Source: an optimization exercise on an open RTL-to-GDS flow (aim: small area and a short achievable clock period). Production flows keep margins and buffers that such runs may drop.
At most, simulation tests tie the RTL to the original design; equivalence was not proved.

==> inputs of job 5702 <==
## fft16
module fft16 (
	input logic clk,
	input logic reset,
	input fft_pkg::sample_t realin,
	input fft_pkg::sample_t imagin,
	input logic startin,
	output fft_pkg::sample_t realout,
	output fft_pkg::sample_t imagout,
	output logic startout
);
==> flow/config.mk <==
export PLATFORM = sky130hd
export DESIGN_NAME = fft16
export DESIGN_NICKNAME = fft16
export VERILOG_FILES = /design/flow/design.v
export SDC_FILE = /design/flow/constraint.sdc
export NUM_CORES = 4
export LEC_CHECK = 0
export CAP_MARGIN = 20
export CORE_MARGIN = 2
export CORE_UTILIZATION = 72
export CTS_CLUSTER_DIAMETER = 100
export CTS_CLUSTER_SIZE = 30
export SLEW_MARGIN = 20
export TNS_END_PERCENT = 60
==> flow/constraint.sdc <==
create_clock -name core_clock -period 11.0 [get_ports {clk}]
set_input_delay 2.2000 -clock core_clock [delete_from_list [all_inputs] [get_ports {clk}]]
set_output_delay 2.2000 -clock core_clock [all_outputs]
set_load 0.01 [all_outputs]
standard.sh (not shown) runs the stock make flow with config.mk's settings and CLKGATE_MAP_FILE= SYNTH_SCRIPT=/design/flow/synth_recipe.tcl, a recipe that flattens the netlist after the stock synthesis.
==> flow/flow/run.sh <==
#!/bin/bash
# Standard layout, with timing repair aiming for more setup slack than the
# clock period needs. Each step's output also goes to orfs/logs.
set -euo pipefail
MARGIN=$(cat flow/margin.txt)
bash standard.sh synth > synth.log 2>&1
bash standard.sh SETUP_SLACK_MARGIN="$MARGIN" finish > layout.log 2>&1
==> flow/flow/margin.txt <==
7.7
==> inputs of job 9735, as changes to job 5702 <==
--- a/flow/design.v
+++ b/flow/design.v
@@ -1585,17 +1585,17 @@
 	end
 	sample_loader #(.OFF(7)) u_lb7 (.clk(clk), .reset(reset), .up_v(va), .up_n(na), .v(vb7), .n(nb7), .vx(vb7x), .nx(nb7x));        
 	sample_loader #(.OFF(2)) u_lb (.clk(clk), .reset(reset), .up_v(vb7), .up_n(nb7), .v(vb), .n(nb), .vx(vbx), .nx(nbx));            
 	sample_loader #(.OFF(4)) u_lc (.clk(clk), .reset(reset), .up_v(vb), .up_n(nb), .v(vc13), .n(nc13), .vx(vc13x), .nx(nc13x));      
 	sample_loader #(.OFF(4)) u_ld (.clk(clk), .reset(reset), .up_v(vc13), .up_n(nc13), .v(vd), .n(nd), .vx(vdx), .nx(ndx));          
 	sample_loader #(.OFF(2)) u_le (.clk(clk), .reset(reset), .up_v(vd), .up_n(nd), .v(ve19), .n(ne19), .vx(ve19x), .nx(ne19x));      
 	sample_loader #(.OFF(4)) u_lf (.clk(clk), .reset(reset), .up_v(ve20), .up_n(ne20), .v(vf), .n(nf), .vx(vfx), .nx(nfx));          
 	sample_loader #(.OFF(2)) u_lg (.clk(clk), .reset(reset), .up_v(vf), .up_n(nf), .v(vg), .n(ng), .vx(vgx), .nx(ngx));              
-	sample_loader #(.OFF(2)) u_lh (.clk(clk), .reset(reset), .up_v(vg), .up_n(ng), .v(vh), .n(nh), .vx(vhx), .nx(nhx));              
+	sample_loader #(.OFF(3)) u_lh (.clk(clk), .reset(reset), .up_v(vg), .up_n(ng), .v(vh), .n(nh), .vx(vhx), .nx(nhx));              
 	sample_loader #(.OFF(7)) u_li (.clk(clk), .reset(reset), .up_v(vh), .up_n(nh), .v(vi), .n(ni), .vx(vix), .nx(nix));              
 	logic f0, rot0, f1, f2, f3, sel12, sel03;
 	logic r2_m6, r2_mul, r2_m4;
 	always_ff @(posedge clk or posedge reset)
 	begin
 		if (reset)
 		begin
 			f0 <= 1'b0;
@@ -1793,24 +1793,38 @@
 	logic signed [19:0] s3_re, s3_im;
 	logic s3_c_unused;
 	fft_stage #(.D(1)) u_s3 (
 		.clk(clk), .f(f3), .rot(1'b0),
 		.raw_re(x3_re[19:0]), .raw_im(x3_im[19:0]),
 		.x_re(x3_re), .x_im(x3_im), .c_re(1'b0), .c_im(x3_c),
 		.out_re(s3_re), .out_im(s3_im), .c_out(s3_c_unused)
 	);
-	logic signed [19:0] x12_re, x12_im, x03_re, x03_im;
+	logic signed [19:0] x12_re, x12_im, sw1_re, sw1_im, x03_re, x03_im;
 	frame_bank #(.L(2)) u_x12 (
 		.clk(clk), .sel(sel12),
 		.in_re(s3_re), .in_im(s3_im), .out_re(x12_re), .out_im(x12_im)
 	);
+	always_ff @(posedge clk)
+	begin
+		sw1_re <= x12_re;
+		sw1_im <= x12_im;
+	end
 	frame_bank #(.L(7)) u_x03 (
 		.clk(clk), .sel(sel03),
-		.in_re(x12_re), .in_im(x12_im), .out_re(x03_re), .out_im(x03_im)
+		.in_re(sw1_re), .in_im(sw1_im), .out_re(x03_re), .out_im(x03_im)
 	);
-	always_ff @(posedge clk)
+	always_ff @(posedge clk or posedge reset)
 	begin
-		realout <= (vi && !reset) ? x03_re : '0;
-		imagout <= (vi && !reset) ? x03_im : '0;
-		startout <= vi && !reset && ni == 4'd0;
+		if (reset)
+		begin
+			realout <= '0;
+			imagout <= '0;
+			startout <= 1'b0;
+		end
+		else
+		begin
+			realout <= vi ? x03_re : '0;
+			imagout <= vi ? x03_im : '0;
+			startout <= vi && ni == 4'd0;
+		end
 	end
 endmodule
==> flow/run.sh (new file) <==
#!/bin/bash
# synth_recipe.tcl (not shown) runs the flow's synth.tcl, then flattens the netlist and writes it again
# the make line also repeats each setting of config.mk as NAME=value (left out here)
make -C /OpenROAD-flow-scripts/flow DESIGN_CONFIG=/design/flow/config.mk WORK_HOME=/design/flow/orfs CLKGATE_MAP_FILE= SYNTH_SCRIPT=/design/flow/synth_recipe.tcl finish
CORE_UTILIZATION = 40   (was 72)
CTS_CLUSTER_DIAMETER = default   (was 100)
CTS_CLUSTER_SIZE = default   (was 30)
TNS_END_PERCENT = default   (was 60)
removed: flow/flow/run.sh
removed: flow/flow/margin.txt
removed: flow/standard.sh
==> inputs of job 9001, as changes to job 5702 <==
CORE_UTILIZATION = 55   (was 72)
TNS_END_PERCENT = default   (was 60)
==> inputs of job 7307, as changes to job 5702 <==
--- a/flow/design.v
+++ b/flow/design.v
@@ -1585,17 +1585,17 @@
 	end
 	sample_loader #(.OFF(7)) u_lb7 (.clk(clk), .reset(reset), .up_v(va), .up_n(na), .v(vb7), .n(nb7), .vx(vb7x), .nx(nb7x));        
 	sample_loader #(.OFF(2)) u_lb (.clk(clk), .reset(reset), .up_v(vb7), .up_n(nb7), .v(vb), .n(nb), .vx(vbx), .nx(nbx));            
 	sample_loader #(.OFF(4)) u_lc (.clk(clk), .reset(reset), .up_v(vb), .up_n(nb), .v(vc13), .n(nc13), .vx(vc13x), .nx(nc13x));      
 	sample_loader #(.OFF(4)) u_ld (.clk(clk), .reset(reset), .up_v(vc13), .up_n(nc13), .v(vd), .n(nd), .vx(vdx), .nx(ndx));          
 	sample_loader #(.OFF(2)) u_le (.clk(clk), .reset(reset), .up_v(vd), .up_n(nd), .v(ve19), .n(ne19), .vx(ve19x), .nx(ne19x));      
 	sample_loader #(.OFF(4)) u_lf (.clk(clk), .reset(reset), .up_v(ve20), .up_n(ne20), .v(vf), .n(nf), .vx(vfx), .nx(nfx));          
 	sample_loader #(.OFF(2)) u_lg (.clk(clk), .reset(reset), .up_v(vf), .up_n(nf), .v(vg), .n(ng), .vx(vgx), .nx(ngx));              
-	sample_loader #(.OFF(2)) u_lh (.clk(clk), .reset(reset), .up_v(vg), .up_n(ng), .v(vh), .n(nh), .vx(vhx), .nx(nhx));              
+	sample_loader #(.OFF(3)) u_lh (.clk(clk), .reset(reset), .up_v(vg), .up_n(ng), .v(vh), .n(nh), .vx(vhx), .nx(nhx));              
 	sample_loader #(.OFF(7)) u_li (.clk(clk), .reset(reset), .up_v(vh), .up_n(nh), .v(vi), .n(ni), .vx(vix), .nx(nix));              
 	logic f0, rot0, f1, f2, f3, sel12, sel03;
 	logic r2_m6, r2_mul, r2_m4;
 	always_ff @(posedge clk or posedge reset)
 	begin
 		if (reset)
 		begin
 			f0 <= 1'b0;
@@ -1793,24 +1793,38 @@
 	logic signed [19:0] s3_re, s3_im;
 	logic s3_c_unused;
 	fft_stage #(.D(1)) u_s3 (
 		.clk(clk), .f(f3), .rot(1'b0),
 		.raw_re(x3_re[19:0]), .raw_im(x3_im[19:0]),
 		.x_re(x3_re), .x_im(x3_im), .c_re(1'b0), .c_im(x3_c),
 		.out_re(s3_re), .out_im(s3_im), .c_out(s3_c_unused)
 	);
-	logic signed [19:0] x12_re, x12_im, x03_re, x03_im;
+	logic signed [19:0] x12_re, x12_im, sw1_re, sw1_im, x03_re, x03_im;
 	frame_bank #(.L(2)) u_x12 (
 		.clk(clk), .sel(sel12),
 		.in_re(s3_re), .in_im(s3_im), .out_re(x12_re), .out_im(x12_im)
 	);
+	always_ff @(posedge clk)
+	begin
+		sw1_re <= x12_re;
+		sw1_im <= x12_im;
+	end
 	frame_bank #(.L(7)) u_x03 (
 		.clk(clk), .sel(sel03),
-		.in_re(x12_re), .in_im(x12_im), .out_re(x03_re), .out_im(x03_im)
+		.in_re(sw1_re), .in_im(sw1_im), .out_re(x03_re), .out_im(x03_im)
 	);
-	always_ff @(posedge clk)
+	always_ff @(posedge clk or posedge reset)
 	begin
-		realout <= (vi && !reset) ? x03_re : '0;
-		imagout <= (vi && !reset) ? x03_im : '0;
-		startout <= vi && !reset && ni == 4'd0;
+		if (reset)
+		begin
+			realout <= '0;
+			imagout <= '0;
+			startout <= 1'b0;
+		end
+		else
+		begin
+			realout <= vi ? x03_re : '0;
+			imagout <= vi ? x03_im : '0;
+			startout <= vi && ni == 4'd0;
+		end
 	end
 endmodule
==> flow/flow/margin.txt (replaced) <==
7.3
CORE_UTILIZATION = 40   (was 72)
CTS_CLUSTER_DIAMETER = default   (was 100)
CTS_CLUSTER_SIZE = default   (was 30)
TNS_END_PERCENT = default   (was 60)
==> comparison table <==
                                                         job 9735        job 9001        job 7307        job 5702
Number of clock buffers in the layout                         265              86             265              80
Part of the cycle the worst path needs                      41.0%           31.0%           32.8%           30.8%
Average wire per standard cell                            15.8 µm         17.2 µm         15.8 µm         18.3 µm
Largest stage delay on the critical path                   720 ps          380 ps          360 ps          450 ps
Clock-pin slew on the worst setup and hold paths            60 ps          110 ps           60 ps          110 ps
Starting density of the core                                40.3%           55.5%           40.3%           72.5%
Number of fill cells in the layout                          18064           11887           18018            6984
Buffer share of cell area                                   1.14%           2.07%           1.17%           1.92%
Max H-tree Level                                                4               3               4               3
Largest net degree at the start of global routing              93              95              93              84
Layout cell share with drive strength beyond 1              9.54%           12.1%           11.1%           11.5%
Outcome                                            finished clean  finished clean  finished clean  finished clean
Distinct cell type count after synthesis                       79              80              79              80
For job 9735 and job 7307, only the layout was checked, not whether the RTL still works.

==> re-timing with driven ports <==
The flow's constraints put no driver on any port. The routed layouts listed below were extracted and timed again, unchanged, in two steps.
Step 1: set_driving_cell puts a clkbuf_16 on clk and a buf_2 on each other input, an assumption about the parent block.
Step 2 moves the port delays by t, midway between the first and last clock arrival at a register: inputs arrive t later, outputs are due t later. That takes back most of the time a late clock gives input paths.
Slacks: ideal / step 1 / step 2; pairs: ideal / step 1.
run	t (ns)	setup WS [ns]	slew at the worst register clock pin (ns)	worst slew at a driven data input, ns	pins driven straight from the clock port
job 5702	0.766	7.611 / 7.555 / 7.384	0.12 / 0.12	0.08	1
job 9735	0.898	6.493 / 6.493 / 6.493	0.07 / 0.07	0.08	1
job 9001	0.772	7.588 / 7.518 / 7.427	0.12 / 0.12	0.07	1
job 7307	0.897	7.387 / 7.305 / 7.371	0.07 / 0.07	0.07	1
After both steps setup and hold are still met in every run listed. For job 5702, which loses most, drivers alone change the setup slack by -0.056 ns; drivers and shift together by -0.227 ns. Setup slack includes reset recovery checks.
